Background: an optimization exercise with open tools, aiming at a short achievable clock period and few clock cycles per item. Do not read the settings as production practice. The RTL was checked by simulation tests, not by an equivalence proof against the original design. Power and IR drop assume default switching activity.

**flow/design.v**
```verilog
`timescale 1ns/1ps
`default_nettype none
package etcpu_pkg;
   localparam int XLEN   = 32;  
   localparam int REG_AW = 5;   
   typedef enum logic [6:0] {
      OPC_OP     = 7'b0110011,  
      OPC_OP_IMM = 7'b0010011,  
      OPC_LUI    = 7'b0110111,  
      OPC_LOAD   = 7'b0000011,  
      OPC_STORE  = 7'b0100011   
   } opcode_e;
   localparam logic [2:0] F3_ADD  = 3'b000;  
   localparam logic [2:0] F3_SLL  = 3'b001;
   localparam logic [2:0] F3_SLT  = 3'b010;
   localparam logic [2:0] F3_SLTU = 3'b011;
   localparam logic [2:0] F3_XOR  = 3'b100;
   localparam logic [2:0] F3_SR   = 3'b101;  
   localparam logic [2:0] F3_OR   = 3'b110;
   localparam logic [2:0] F3_AND  = 3'b111;
   localparam logic [6:0] F7_ALT  = 7'b0100000;  
   typedef enum logic [3:0] {
      ALU_ADD, ALU_SUB, ALU_AND, ALU_OR, ALU_XOR,
      ALU_SLT, ALU_SLTU, ALU_SLL, ALU_SRL, ALU_SRA,
      ALU_PASS_B  
   } alu_op_e;
   typedef struct packed {
      logic [6:0]        funct7;
      logic [REG_AW-1:0] rs2;
      logic [REG_AW-1:0] rs1;
      logic [2:0]        funct3;
      logic [REG_AW-1:0] rd;
      opcode_e           opcode;
   } r_fmt_s;
   typedef struct packed {
      logic [11:0]       imm;     
      logic [REG_AW-1:0] rs1;
      logic [2:0]        funct3;
      logic [REG_AW-1:0] rd;
      opcode_e           opcode;
   } i_fmt_s;
   typedef struct packed {
      logic [6:0]        imm_hi;  
      logic [REG_AW-1:0] rs2;
      logic [REG_AW-1:0] rs1;
      logic [2:0]        funct3;
      logic [4:0]        imm_lo;  
      opcode_e           opcode;
   } s_fmt_s;
   typedef struct packed {
      logic [19:0]       imm;     
      logic [REG_AW-1:0] rd;
      opcode_e           opcode;
   } u_fmt_s;
   typedef union packed {
      r_fmt_s r;
      i_fmt_s i;
      s_fmt_s s;
      u_fmt_s u;
   } inst_u;
   localparam logic [XLEN-1:0] NOP_INST = 32'h0000_0013;  
   typedef struct packed {
      alu_op_e           alu_op;
      logic              is_load;
      logic              is_store;
      logic              writes_rd;
      logic [REG_AW-1:0] rd;
      logic [XLEN-1:0]   opa;     
      logic [XLEN-1:0]   opb;     
      logic [XLEN-1:0]   st_dat;  
   } id_ex_s;
   typedef struct packed {
      logic              is_load;
      logic              is_store;
      logic              writes_rd;
      logic [REG_AW-1:0] rd;
      logic [XLEN-1:0]   res;     
      logic [XLEN-1:0]   st_dat;
   } ex_ma_s;
   typedef struct packed {
      logic              writes_rd;
      logic [REG_AW-1:0] rd;
      logic [XLEN-1:0]   dat;
   } ma_wb_s;
   typedef struct packed {
      logic              we;
      logic [REG_AW-1:0] dst;
      logic [XLEN-1:0]   dat;
   } fwd_s;
   typedef struct packed {
      logic            cs;
      logic            wen;
      logic [XLEN-1:0] addr;
      logic [XLEN-1:0] wdata;
   } mem_req_s;
endpackage
`default_nettype wire
`timescale 1ns/1ps
`default_nettype none
module regfile (
   input  logic              clk,
   input  logic              rst_n,
   input  logic [etcpu_pkg::REG_AW-1:0] rs1,    
   input  logic [etcpu_pkg::REG_AW-1:0] rs2,    
   output logic [etcpu_pkg::XLEN-1:0]   rd1,    
   output logic [etcpu_pkg::XLEN-1:0]   rd2,    
   input  etcpu_pkg::ma_wb_s            wr      
);
   logic [etcpu_pkg::XLEN-1:0] regs [1:2**etcpu_pkg::REG_AW-1];  
   logic            wr_en;
   assign wr_en = rst_n && wr.writes_rd && (wr.rd != '0);
   always_ff @(posedge clk) begin
      if (wr_en) begin
         regs[wr.rd] <= wr.dat;
      end
   end
   assign rd1 = (rs1 == '0)                  ? '0     :
                (wr_en && (wr.rd == rs1))    ? wr.dat : regs[rs1];
   assign rd2 = (rs2 == '0)                  ? '0     :
                (wr_en && (wr.rd == rs2))    ? wr.dat : regs[rs2];
endmodule
`default_nettype wire
`timescale 1ns/1ps
`default_nettype none
module decode_stage #(
   parameter int INST_ADDR_W = 10           
)(
   input  logic            clk,
   input  logic            rst_n,
   output logic [etcpu_pkg::XLEN-1:0] inst_mem_addr,   
   input  logic [etcpu_pkg::XLEN-1:0] inst_mem_dat,    
   input  etcpu_pkg::fwd_s            ex_fwd,          
   input  logic            ex_is_load,      
   input  etcpu_pkg::fwd_s            ma_fwd,          
   input  etcpu_pkg::ma_wb_s          ma_wb,           
   output etcpu_pkg::id_ex_s          id_ex
);
   logic [INST_ADDR_W-1:0] pc;
   etcpu_pkg::inst_u                  ir;
   etcpu_pkg::opcode_e                opc;
   logic [etcpu_pkg::REG_AW-1:0]      rs1;
   logic [etcpu_pkg::REG_AW-1:0]      rs2;
   logic [etcpu_pkg::XLEN-1:0]        rf_rd1;
   logic [etcpu_pkg::XLEN-1:0]        rf_rd2;
   logic [etcpu_pkg::XLEN-1:0]        op1_val;         
   logic [etcpu_pkg::XLEN-1:0]        op2_val;         
   logic [etcpu_pkg::XLEN-1:0]        imm_i;
   logic [etcpu_pkg::XLEN-1:0]        imm_s;
   logic [etcpu_pkg::XLEN-1:0]        imm_u;
   logic                   alt;             
   logic                   uses_rs1;
   logic                   uses_rs2;
   logic                   hit_rs1;
   logic                   hit_rs2;
   logic                   stall;           
   etcpu_pkg::id_ex_s                 id_ex_nxt;
   function automatic logic [etcpu_pkg::XLEN-1:0] fwd_pick(
      input logic [etcpu_pkg::REG_AW-1:0] rs,
      input logic [etcpu_pkg::XLEN-1:0]   rf_val,
      input etcpu_pkg::fwd_s              src_ex,
      input etcpu_pkg::fwd_s              src_ma
   );
      if (rs == '0) fwd_pick = '0;                             
      else if (src_ex.we && (src_ex.dst == rs)) fwd_pick = src_ex.dat;
      else if (src_ma.we && (src_ma.dst == rs)) fwd_pick = src_ma.dat;
      else fwd_pick = rf_val;
   endfunction
   function automatic etcpu_pkg::alu_op_e alu_sel(
      input logic [2:0] f3,
      input logic       alt_op,
      input logic       reg_op        
   );
      case (f3)
         etcpu_pkg::F3_ADD:  alu_sel = (alt_op && reg_op) ? etcpu_pkg::ALU_SUB : etcpu_pkg::ALU_ADD;
         etcpu_pkg::F3_SLL:  alu_sel = etcpu_pkg::ALU_SLL;
         etcpu_pkg::F3_SLT:  alu_sel = etcpu_pkg::ALU_SLT;
         etcpu_pkg::F3_SLTU: alu_sel = etcpu_pkg::ALU_SLTU;
         etcpu_pkg::F3_XOR:  alu_sel = etcpu_pkg::ALU_XOR;
         etcpu_pkg::F3_SR:   alu_sel = alt_op ? etcpu_pkg::ALU_SRA : etcpu_pkg::ALU_SRL;
         etcpu_pkg::F3_OR:   alu_sel = etcpu_pkg::ALU_OR;
         etcpu_pkg::F3_AND:  alu_sel = etcpu_pkg::ALU_AND;
         default: alu_sel = etcpu_pkg::ALU_ADD;
      endcase
   endfunction
   assign inst_mem_addr = {{(etcpu_pkg::XLEN-INST_ADDR_W){1'b0}}, pc};
   always_ff @(posedge clk) begin
      if (!rst_n) begin
         pc <= '0;
         ir <= etcpu_pkg::NOP_INST;
      end else if (!stall) begin
         pc <= pc + {{(INST_ADDR_W-3){1'b0}}, 3'd4};  
         ir <= inst_mem_dat;
      end
   end
   assign opc = ir.r.opcode;
   assign rs1 = ir.r.rs1;
   assign rs2 = ir.r.rs2;
   assign alt = (ir.r.funct7 == etcpu_pkg::F7_ALT);
   assign imm_i = {{(etcpu_pkg::XLEN-12){ir.i.imm[11]}}, ir.i.imm};
   assign imm_s = {{(etcpu_pkg::XLEN-12){ir.s.imm_hi[6]}}, ir.s.imm_hi, ir.s.imm_lo};
   assign imm_u = {ir.u.imm, 12'h000};
   regfile regfile_i (
      .clk   (clk),
      .rst_n (rst_n),
      .rs1   (rs1),
      .rs2   (rs2),
      .rd1   (rf_rd1),
      .rd2   (rf_rd2),
      .wr    (ma_wb)
   );
   assign op1_val = fwd_pick(rs1, rf_rd1, ex_fwd, ma_fwd);
   assign op2_val = fwd_pick(rs2, rf_rd2, ex_fwd, ma_fwd);
   assign uses_rs1 = (opc != etcpu_pkg::OPC_LUI);
   assign uses_rs2 = (opc == etcpu_pkg::OPC_OP) || (opc == etcpu_pkg::OPC_STORE);
   assign hit_rs1  = (rs1 != '0) && (rs1 == id_ex.rd);
   assign hit_rs2  = (rs2 != '0) && (rs2 == id_ex.rd);
   assign stall    = ex_is_load && id_ex.writes_rd &&
                     ((uses_rs1 && hit_rs1) || (uses_rs2 && hit_rs2));
   always_comb begin
      id_ex_nxt        = '0;          
      id_ex_nxt.alu_op = etcpu_pkg::ALU_ADD;
      id_ex_nxt.rd     = ir.r.rd;
      id_ex_nxt.opa    = op1_val;
      id_ex_nxt.st_dat = op2_val;
      case (opc)
         etcpu_pkg::OPC_OP: begin
            id_ex_nxt.alu_op    = alu_sel(ir.r.funct3, alt, 1'b1);
            id_ex_nxt.opb       = op2_val;
            id_ex_nxt.writes_rd = 1'b1;
         end
         etcpu_pkg::OPC_OP_IMM: begin
            id_ex_nxt.alu_op    = alu_sel(ir.i.funct3, alt, 1'b0);  
            id_ex_nxt.opb       = imm_i;
            id_ex_nxt.writes_rd = 1'b1;
         end
         etcpu_pkg::OPC_LUI: begin
            id_ex_nxt.alu_op    = etcpu_pkg::ALU_PASS_B;
            id_ex_nxt.opb       = imm_u;
            id_ex_nxt.writes_rd = 1'b1;
         end
         etcpu_pkg::OPC_LOAD: begin
            id_ex_nxt.opb       = imm_i;   
            id_ex_nxt.is_load   = 1'b1;
            id_ex_nxt.writes_rd = 1'b1;
         end
         etcpu_pkg::OPC_STORE: begin
            id_ex_nxt.opb       = imm_s;
            id_ex_nxt.is_store  = 1'b1;
         end
         default: ;
      endcase
      if (stall) begin                  
         id_ex_nxt.is_load   = 1'b0;
         id_ex_nxt.is_store  = 1'b0;
         id_ex_nxt.writes_rd = 1'b0;
      end
   end
   always_ff @(posedge clk) begin
      if (!rst_n) begin
         id_ex <= '0;   
      end else begin
         id_ex <= id_ex_nxt;
      end
   end
endmodule
`default_nettype wire
`timescale 1ns/1ps
`default_nettype none
module execute_stage (
   input  logic   clk,
   input  logic   rst_n,
   input  etcpu_pkg::id_ex_s id_ex,        
   output etcpu_pkg::fwd_s   ex_fwd,       
   output logic   ex_is_load,   
   output etcpu_pkg::ex_ma_s ex_ma
);
   localparam int SHW = $clog2(etcpu_pkg::XLEN);  
   logic [etcpu_pkg::XLEN-1:0] a;
   logic [etcpu_pkg::XLEN-1:0] b;
   logic [SHW-1:0]  shamt;
   logic [etcpu_pkg::XLEN-1:0] alu_res;
   assign a     = id_ex.opa;
   assign b     = id_ex.opb;
   assign shamt = b[SHW-1:0];   
   always_comb begin
      case (id_ex.alu_op)
         etcpu_pkg::ALU_ADD:    alu_res = a + b;
         etcpu_pkg::ALU_SUB:    alu_res = a - b;
         etcpu_pkg::ALU_AND:    alu_res = a & b;
         etcpu_pkg::ALU_OR:     alu_res = a | b;
         etcpu_pkg::ALU_XOR:    alu_res = a ^ b;
         etcpu_pkg::ALU_SLT:    alu_res = {{(etcpu_pkg::XLEN-1){1'b0}}, $signed(a) < $signed(b)};
         etcpu_pkg::ALU_SLTU:   alu_res = {{(etcpu_pkg::XLEN-1){1'b0}}, a < b};
         etcpu_pkg::ALU_SLL:    alu_res = a << shamt;
         etcpu_pkg::ALU_SRL:    alu_res = a >> shamt;
         etcpu_pkg::ALU_SRA:    alu_res = $unsigned($signed(a) >>> shamt);  
         etcpu_pkg::ALU_PASS_B: alu_res = b;   
         default:    alu_res = a + b;
      endcase
   end
   assign ex_fwd.we   = id_ex.writes_rd && !id_ex.is_load;
   assign ex_fwd.dst  = id_ex.rd;
   assign ex_fwd.dat  = alu_res;
   assign ex_is_load  = id_ex.is_load;
   always_ff @(posedge clk) begin
      if (!rst_n) begin
         ex_ma <= '0;   
      end else begin
         ex_ma.is_load   <= id_ex.is_load;
         ex_ma.is_store  <= id_ex.is_store;
         ex_ma.writes_rd <= id_ex.writes_rd;
         ex_ma.rd        <= id_ex.rd;
         ex_ma.res       <= alu_res;
         ex_ma.st_dat    <= id_ex.st_dat;
      end
   end
endmodule
`default_nettype wire
`timescale 1ns/1ps
`default_nettype none
module result_stage (
   input  logic            clk,
   input  logic            rst_n,
   input  etcpu_pkg::ex_ma_s          ex_ma,            
   output etcpu_pkg::mem_req_s        main_mem_req,     
   input  logic [etcpu_pkg::XLEN-1:0] main_mem_rdata,   
   output etcpu_pkg::fwd_s            ma_fwd,           
   output etcpu_pkg::ma_wb_s          ma_wb             
);
   logic [etcpu_pkg::XLEN-1:0] res;
   assign main_mem_req.cs    = ex_ma.is_load || ex_ma.is_store;
   assign main_mem_req.wen   = ex_ma.is_store;
   assign main_mem_req.addr  = {ex_ma.res[etcpu_pkg::XLEN-1:2], 2'b00};
   assign main_mem_req.wdata = ex_ma.st_dat;
   assign res = ex_ma.is_load ? main_mem_rdata : ex_ma.res;
   assign ma_fwd.we  = ex_ma.writes_rd;
   assign ma_fwd.dst = ex_ma.rd;
   assign ma_fwd.dat = res;
   always_ff @(posedge clk) begin
      if (!rst_n) begin
         ma_wb <= '0;
      end else begin
         ma_wb.writes_rd <= ex_ma.writes_rd;
         ma_wb.rd        <= ex_ma.rd;
         ma_wb.dat       <= res;      
      end
   end
endmodule
`default_nettype wire
`timescale 1ns/1ps
`default_nettype none
module etcpu_core #(
   parameter int INST_ADDR_W = 10           
)(
   input  logic            clk,
   input  logic            rst_n,
   output logic [etcpu_pkg::XLEN-1:0] inst_mem_addr,   
   input  logic [etcpu_pkg::XLEN-1:0] inst_mem_dat,    
   output etcpu_pkg::mem_req_s        main_mem_req,    
   input  logic [etcpu_pkg::XLEN-1:0] main_mem_rdata   
);
   etcpu_pkg::id_ex_s id_ex;        
   etcpu_pkg::ex_ma_s ex_ma;        
   etcpu_pkg::fwd_s   ex_fwd;       
   etcpu_pkg::fwd_s   ma_fwd;       
   etcpu_pkg::ma_wb_s ma_wb;        
   logic   ex_is_load;
   decode_stage #(
      .INST_ADDR_W (INST_ADDR_W)
   ) decode_i (
      .clk           (clk),
      .rst_n         (rst_n),
      .inst_mem_addr (inst_mem_addr),
      .inst_mem_dat  (inst_mem_dat),
      .ex_fwd        (ex_fwd),
      .ex_is_load    (ex_is_load),
      .ma_fwd        (ma_fwd),
      .ma_wb         (ma_wb),
      .id_ex         (id_ex)
   );
   execute_stage execute_i (
      .clk        (clk),
      .rst_n      (rst_n),
      .id_ex      (id_ex),
      .ex_fwd     (ex_fwd),
      .ex_is_load (ex_is_load),
      .ex_ma      (ex_ma)
   );
   result_stage result_i (
      .clk            (clk),
      .rst_n          (rst_n),
      .ex_ma          (ex_ma),
      .main_mem_req   (main_mem_req),
      .main_mem_rdata (main_mem_rdata),
      .ma_fwd         (ma_fwd),
      .ma_wb          (ma_wb)
   );
endmodule
`default_nettype wire
`timescale 1ns/1ps
`default_nettype none
module etcpu_top (
   input  wire         clk,
   input  wire         rst_n,            
   output wire [31:0]  inst_mem_addr,    
   input  wire [31:0]  inst_mem_dat,     
   output wire         main_mem_cs,      
   output wire         main_mem_wen,     
   output wire [31:0]  main_mem_addr,    
   output wire [31:0]  main_mem_wdata,   
   input  wire [31:0]  main_mem_rdata    
);
   etcpu_pkg::mem_req_s main_mem_req;
   etcpu_core #(
      .INST_ADDR_W (10)
   ) core_i (
      .clk            (clk),
      .rst_n          (rst_n),
      .inst_mem_addr  (inst_mem_addr),
      .inst_mem_dat   (inst_mem_dat),
      .main_mem_req   (main_mem_req),
      .main_mem_rdata (main_mem_rdata)
   );
   assign main_mem_cs    = main_mem_req.cs;
   assign main_mem_wen   = main_mem_req.wen;
   assign main_mem_addr  = main_mem_req.addr;
   assign main_mem_wdata = main_mem_req.wdata;
endmodule
`default_nettype wire
```
**flow/run.sh**
```bash
#!/bin/bash
# synth_recipe.tcl (not shown) runs the flow's synth.tcl, then flattens the netlist and writes it again
# the make line also repeats each setting of config.mk as NAME=value (left out here)
make -C /OpenROAD-flow-scripts/flow DESIGN_CONFIG=/design/flow/config.mk WORK_HOME=/design/flow/orfs CLKGATE_MAP_FILE= SYNTH_SCRIPT=/design/flow/synth_recipe.tcl finish
```
**flow/config.mk**
```make
export PLATFORM = sky130hd
export DESIGN_NAME = etcpu_top
export DESIGN_NICKNAME = etcpu_top
export VERILOG_FILES = /design/flow/design.v
export SDC_FILE = /design/flow/constraint.sdc
export NUM_CORES = 4
export LEC_CHECK = 0
export CAP_MARGIN = 20
export CORE_MARGIN = 2
export CORE_UTILIZATION = 40
export SLEW_MARGIN = 20
```
**flow/constraint.sdc**
```tcl
create_clock -name core_clock -period 5.0 [get_ports {clk}]
set_input_delay 1.0000 -clock core_clock [delete_from_list [all_inputs] [get_ports {clk}]]
set_output_delay 1.0000 -clock core_clock [all_outputs]
set_load 0.01 [all_outputs]
```
==> summary.txt <==
worst register-to-register path: cells and delay by family (launching register included):
kind                       cells  cell delay, ns
and+or+nand+nor                3            0.51
AOI/OAI and AO/OA              6            2.13
muxes                          1            0.35
DFF                            1            0.53
buffers and inverters          1            0.07
adders and majority gates      2            0.66
cells by family (layout without fill, tap and decap cells):
group	Yosys count	count (layout)	share of synthesized area, %
flip-flops	1260	1260	52.8
AND/OR/NAND/NOR	924	924	6.52
multiplexers	903	903	25.6
AO/OA/AOI/OAI	824	824	8.30
buffers and inverters	577	677	4.19
adder cells (fa/ha/maj)	100	100	1.90
XOR/XNOR	49	49	0.644
other	1	32	0.00563
layout by cell type, fill, tap and decap left out, drive strengths merged, types with 31 or more instances in the layout:
| master | Yosys | routed |
|---|---|---|
| nor3 | 71 | 71 |
| clkinv | 4 | 54 |
| a21oi | 252 | 252 |
| a22oi | 31 | 31 |
| edfxtp | 992 | 992 |
| clkbuf | 201 | 173 |
| inv | 100 | 106 |
| o22ai | 36 | 36 |
| mux2i | 238 | 238 |
| a211oi | 83 | 83 |
| nor2 | 407 | 407 |
| mux4 | 638 | 638 |
| buf | 272 | 192 |
| o21ai | 141 | 141 |
| nand2 | 178 | 178 |
| and2 | 84 | 84 |
| o211ai | 37 | 37 |
| clkdlybuf4s50 | 0 | 136 |
| dfxtp | 268 | 268 |
| ha | 98 | 98 |
| nand3 | 45 | 45 |
metal layers:
metal,up-vias,part of all wire [%]
met4,6,4.5
met3,490,9.4
li1,18500,-
met1,23500,40
met5,-,0.020
met2,2578,46
flip-flops by register name, indices dropped and copies added (netlist names), named ones only:
register and cells:
core_i.decode_i.ir 32, core_i.decode_i.id_ex 108, core_i.result_i.ma_wb 38, core_i.decode_i.pc 8, core_i.decode_i.regfile_i.regs 992, core_i.execute_i.ex_ma 72
stage by stage:
stage / power, uW / instance area (um2)
6_report: 25100 / 75200
2_1_floorplan: 13800 / 66700
5_1_grt: 25800 / 75100
3_5_place_dp: 15100 / 70700
4_1_cts: 25100 / 75100
3_3_place_gp: 15100 / 70700
power by group:
part           internal, uW  total (uW)  switching (uW)
logic                  1300        3100            1800
clock network          5810       10100            4340
registers             11400       11800             389
total                 18500       25100            6530
worst paths after layout:
check	to	slack, ns	startpoint
setup / recovery	core_i.decode_i.id_ex[94]$_SDFF_PP0_	0.65	core_i.decode_i.id_ex[32]$_SDFF_PN0_
hold / removal	core_i.execute_i.ex_ma[23]$_SDFF_PN0_	0.44	core_i.decode_i.id_ex[23]$_SDFF_PN0_
setup reg to reg	core_i.decode_i.id_ex[94]$_SDFF_PP0_	0.65	core_i.decode_i.id_ex[32]$_SDFF_PN0_
hold reg to reg	core_i.execute_i.ex_ma[23]$_SDFF_PN0_	0.44	core_i.decode_i.id_ex[23]$_SDFF_PN0_
layout make-up:
class,instances,share of cell area [%]
antenna,6,0.0200
clock buffer,173,4.88
clock inverter,71,1.04
inverter,104,0.523
multi-input combinational,2826,38.7
sequential,1260,46.9
tap,2189,3.64
timing repair buffer,329,4.36
==> impl_metrics.tcl <==
set metrics [dict create \
    use_met2_pct 42.6 \
    dieArea_mm2 0.170 \
    cts_setup_buffers 0 \
    grt_first_pass_wirelength_um 331000 \
    finish.utilization_pct 45.5 \
    path_cells "ha_1, inv_1, fa_1, nor2b_1, o21ai_0, o211ai_2, o2111ai_1, and3_4, nor3_2, a211oi_1, mux2_1, a311o_1, a211oi_2" \
    drc 0 \
    syn_avg_cell_area_um2 14.4 \
    netlist_area_mm2 0.0666 \
    max_freq_mhz 230 \
    met1_usage_pct 37.7 \
    synth_most_common_cell "edfxtp_1" \
    ctsResizeCount 0 \
    status "complete, no violations" \
    hp-class "reg2reg" \
    rsz0062_at_grt "no" \
    placed_cells 6708 \
    setup_viol 0 \
    ys.flop_type "edfxtp_1" \
    clkSinkCount 1260 \
    initial_utilization_pct 40.3 \
    multi_input_area_mm2 0.0291 \
    grt_antenna_before_repair 4 \
    dr.pass1.iters 6 \
    seqCellArea_mm2 0.0352 \
    num_rows 149 \
    cp_slowest_cell "o21ai_0" \
    ctsHtreeMaxLevel 4 \
    peakVddDrop_uv 283 \
    endpoint_kind "flop" \
    async_flop_share_pct 0 \
    synthTopCellsByCount "edfxtp_1, mux4_2, nor2_1, dfxtp_1, a21oi_1" \
    yosysWarnings 4 \
    io-pin-count 164 \
    cts_root_buffer "clkbuf_16" \
    synth_seq_cells 1260 \
    cp.required_ns 5.69 \
    clk_latency_ns 0.80 \
    startpoint_type "flop" \
    r2r_cells 13 \
    cts_tree "done" \
    dieWidth_um 412 \
    crit_family "compound AO/OA/AOI/OAI gates" \
    initialDrtViolationCount 6255 \
    syn_to_final_growth_pct 12.9 \
    clkTransAtPathRegs_ns 0.06 \
    first_global_vias 43700 \
    fin_skew_ns 0.0459 \
    synth_area_leader_cell "edfxtp_1" \
    numCtsBuffers 136 \
    fin_ws_ns 0.651 \
    period_share_pct 87.0 \
    grt_max_degree 82 \
    hold_violations 0 \
    hold_depth 1 \
    powerDensity_mw_per_mm2 334 \
    grt_overflow 0 \
    fin_hold_ws_ns 0.437 \
    power_leakage_uw 0.0246 \
    nets 4823 \
    cts.path.max_buffers 3 \
    met3_usage_pct 5.49 \
    place_congestion 1.02 \
    avgViaCountPerCell 6.47 \
    vias 45000 \
    post-dp-hpwl_um 156000 \
    relSlewSlack_pct 19.4 \
    synth_edf_count 992 \
    ys_seq_area_share_pct 52.8 \
    drv_slew 0 \
    critPathBufInv 1 \
    final_antenna_net_count 0 \
    drv_cap 0 \
    syn_inst 4638 \
    portBuffers 137 \
    wl_per_cell_um 33.8 \
    max_stage_delay_ns 0.72 \
    critPathKind "reg2reg" \
    n_fill_cell 14500 \
    pre_cts_slack_ns 0.847 \
    yosysTopAreaCellShare_pct 44.7 \
    grt_use_total_pct 27.4 \
    stdcell_count 6958 \
    core_mm2 0.165 \
    critical_path_cell_count 13 \
    crit_fanout 16 \
    drive_above_1_share_pct 24.9 \
    die-height_um 412 \
    arrival_ns 5.04 \
    period_minus_slack_ns 4.35 \
    synthDistinctLibCells 113 \
    grt-busiest-layer "met2" \
    cts_hold_buf 0 \
    synthTopCellsByArea "edfxtp_1, mux4_2, dfxtp_1" \
    tns_ns 0 \
    worst_pin_slew_ns 1.21 \
    wirelength_um 235000 \
]
Testbench counts, summed over its fixed seeds: cycles 16,046, instrs 15,616.

## what the ideal ports hide
No port has a modelled driver above. Below, the same layout with a new extraction and two added sets of constraints.
Step 1: set_driving_cell puts a clkbuf_16 on clk and a buf_2 on each other input, an assumption about the parent block.
Step 2 also shifts input and output timing later by t, the mid clock arrival at the registers, as if the neighbouring blocks saw the same clock.
Slacks: ideal ports / drivers / drivers and shift; pairs: ideal ports / drivers.
t, ns: 0.869
setup WS [ns]: 0.651 / 0.651 / 0.651
worst setup path after step 2: register to register
worst slew at a driven data input, ns: 0.08
After both steps setup and hold are still met in this run. The setup slack of this run moves by 0.000 ns with the drivers and by 0.000 ns with both steps.
